This design comes from an exercise in tuning for small area on the open sky130 flow, not from production work. In this exercise RTL edits were held to simulation tests only and were not proved equivalent to the original. No activity file was given, so power comes from the tool's default toggle rates.

// branch_predictor_top
module branch_predictor_top (
    input  logic        CPU_CLK,
    input  logic        CPU_RST,
    input  logic [31:0] fetch_pc,
    output logic [31:0] predict_pc,
    input  logic        resolve_valid,
    input  logic [31:0] resolve_pc,
    input  logic        resolve_taken,
    input  logic [31:0] resolve_target,
    input  logic [31:0] resolve_predicted,
    output logic        redirect_valid,
    output logic [31:0] redirect_pc,
    output logic [31:0] branch_count,
    output logic [31:0] mispredict_count
);
Size in the first run: ~4900 cells after synthesis, roughly 2200 flip-flops, roughly 260 I/O pins.
==> flow/config.mk <==
export PLATFORM = sky130hd
export DESIGN_NAME = branch_predictor_top
export DESIGN_NICKNAME = branch_predictor_top
export VERILOG_FILES = /design/flow/design.v
export SDC_FILE = /design/flow/constraint.sdc
export NUM_CORES = 4
export LEC_CHECK = 0
export CAP_MARGIN = 20
export CORE_MARGIN = 2
export CORE_UTILIZATION = 38
export PLACE_DENSITY = 0.5
export SLEW_MARGIN = 20
export SYNTH_HIERARCHICAL = 1
==> flow/constraint.sdc <==
create_clock -name core_clock -period 11.0 [get_ports {CPU_CLK}]
set_input_delay 2.2000 -clock core_clock [delete_from_list [all_inputs] [get_ports {CPU_CLK}]]
set_output_delay 2.2000 -clock core_clock [all_outputs]
set_load 0.01 [all_outputs]
standard.sh (not shown) runs the stock make flow with config.mk's settings and CLKGATE_MAP_FILE= SYNTH_SCRIPT=/design/flow/synth_recipe.tcl, a recipe that flattens the netlist after the stock synthesis.
==> flow/flow/run.sh <==
#!/bin/bash
# Layout flow: the standard flow (standard.sh) with two changes.
#  - the input and output port buffers are buf_1 cells instead of the
#    buffer that buffer_ports picks by default;
#  - the clock tree is built from clkbuf_8 cells without dummy loads.
# The make output goes to standard_flow.log; each ORFS step keeps its own
# log under orfs/logs/.
set -euo pipefail
bash standard.sh \
  "BUFFER_PORTS_ARGS=-buffer_cell sky130_fd_sc_hd__buf_1" \
  "CTS_ARGS=-sink_clustering_enable -repair_clock_nets -buf_list sky130_fd_sc_hd__clkbuf_8 -sink_clustering_size 16 -sink_clustering_max_diameter 70 -dont_use_dummy_load" \
  finish > standard_flow.log 2>&1
Edit:
--- a/flow/flow/run.sh
+++ b/flow/flow/run.sh
@@ -11 +11 @@
-  "CTS_ARGS=-sink_clustering_enable -repair_clock_nets -buf_list sky130_fd_sc_hd__clkbuf_8 -sink_clustering_size 16 -sink_clustering_max_diameter 70 -dont_use_dummy_load" \
+  "CTS_ARGS=-sink_clustering_enable -repair_clock_nets -buf_list sky130_fd_sc_hd__clkbuf_8 -sink_clustering_size 16 -sink_clustering_max_diameter 50 -dont_use_dummy_load" \
- CORE_UTILIZATION: 38 -> 30
- PLACE_DENSITY: 0.5 -> 0.4
The new run completed without violations.
Setup slack is better by 230 ps.
Via count stays flat.
Routed wire length rises by about 10%.
Design area grows by 2.9%.
Hold slack got worse by 21 ps.
Cell count increases by 12%.
Synthesized area stays the same.
Count of clock-buffer cells in the layout increases by 118.
Total power is higher by about 9%.
Edit:
--- a/flow/flow/run.sh
+++ b/flow/flow/run.sh
@@ -11 +11 @@
-  "CTS_ARGS=-sink_clustering_enable -repair_clock_nets -buf_list sky130_fd_sc_hd__clkbuf_8 -sink_clustering_size 16 -sink_clustering_max_diameter 50 -dont_use_dummy_load" \
+  "CTS_ARGS=-sink_clustering_enable -repair_clock_nets -buf_list sky130_fd_sc_hd__clkbuf_8 -sink_clustering_size 16 -sink_clustering_max_diameter 70 -dont_use_dummy_load" \
- CORE_UTILIZATION: 30 -> 35
- PLACE_DENSITY: 0.4 -> 0.45
Result:
- The new run went through all stages and came out clean
- synthesized area stays the same
- global-route usage went up by 2.9 points
- first-iteration DRC count went up by 9.1%
- register-to-register slack barely changes

* * *

## run 1
Starting RTL as in the previous note.
clock: 11.0 ns
lec_check: 0
cap_margin: 20
core_margin: 2
core_utilization: 30
cts_buf_list: sky130_fd_sc_hd__clkbuf_8
cts_cluster_diameter: 50
cts_cluster_size: 16
place_density: 0.4
slew_margin: 20
synth_hierarchical: 1
run.sh (not shown) runs the stock make flow with config.mk's settings and CLKGATE_MAP_FILE= SYNTH_SCRIPT=/design/flow/synth_recipe.tcl, a recipe that flattens the netlist after the stock synthesis.
Stock flow here: none of the scripts above is used.
The inputs of run 2 differ from those of run 1 as listed below.
Settings: a deleted CTS_CLUSTER_DIAMETER that had been 50; a deleted CTS_BUF_LIST that had been sky130_fd_sc_hd__clkbuf_8; a deleted CTS_CLUSTER_SIZE that had been 16.
==> flow/flow/run.sh (new file) <==
#!/bin/bash
# Layout flow: the standard flow (standard.sh) with two changes.
#  - the input and output port buffers are buf_1 cells instead of the
#    buffer that buffer_ports picks by default;
#  - the clock tree is built from clkbuf_8 cells without dummy loads.
# The make output goes to standard_flow.log; each ORFS step keeps its own
# log under orfs/logs/.
set -euo pipefail
bash standard.sh \
  "BUFFER_PORTS_ARGS=-buffer_cell sky130_fd_sc_hd__buf_1" \
  "CTS_ARGS=-sink_clustering_enable -repair_clock_nets -buf_list sky130_fd_sc_hd__clkbuf_8 -sink_clustering_size 16 -sink_clustering_max_diameter 70 -dont_use_dummy_load" \
  finish > standard_flow.log 2>&1
==> flow/standard.sh (new file) <==
#!/bin/bash
# synth_recipe.tcl (not shown) runs the flow's synth.tcl, then flattens the netlist and writes it again
# the make line also repeats each setting of config.mk as NAME=value (left out here)
make -C /OpenROAD-flow-scripts/flow DESIGN_CONFIG=/design/flow/config.mk WORK_HOME=/design/flow/orfs CLKGATE_MAP_FILE= SYNTH_SCRIPT=/design/flow/synth_recipe.tcl "${@:-finish}"
removed: flow/run.sh
Results
- Comparing worst hold slack for run 1 and run 2, the bigger number came from run 1.
- Relative to run 1, the cell area of run 2 is lower by about 6%.
- Measured against each other, run 1 and run 2 differ in logic gate share of total power, the higher figure coming from run 2.
- Comparing run 2 against run 1, there is no change at all in count of mapped cells out of synthesis.
- Run 2 vs run 1: sequential portion of the cell area up in run 2
- Number of clock buffer instances in the layout sits lower in run 2 than in run 1.
- Against run 1, run 2 reports a initial DRC count that is lower.
- Comparing run 2 against run 1, there is no change at all in net count after synthesis.

==> separate check: timing with driven ports <==
The results above use ideal ports. As a check the final layouts listed here were re-extracted and re-timed, cells and wires unchanged.
Step 1 sets driving cells, clkbuf_16 on the clock port and buf_2 on the other inputs (assumed; they add their load-dependent delay and slew).
Step 2 moves the port delays by t, midway between the first and last clock arrival at a register: inputs arrive t later, outputs are due t later. That takes back most of the time a late clock gives input paths.
Slacks: ideal ports / drivers / drivers and shift; pairs: ideal ports / drivers.
run	shift t [ns]	slack for setup (ns)	worst register clock-pin slew, ns	worst data-port slew with drivers (ns)
the first run of note 1	1.026	0.832 / 0.803 / 0.803	0.11 / 0.11	0.25
the second run of note 1	1.118	1.061 / 1.028 / 1.028	0.10 / 0.10	0.18
the third run of note 1	1.016	1.049 / 1.003 / 1.003	0.12 / 0.12	0.22
run 1	1.119	0.431 / 0.409 / 0.409	0.10 / 0.10	0.13
run 2	1.079	1.014 / 0.981 / 0.981	0.11 / 0.11	0.19
After both steps setup and hold are still met in every run listed. The setup slack of the third run of note 1, which loses most, moves by -0.046 ns with the drivers and by -0.046 ns with both steps.
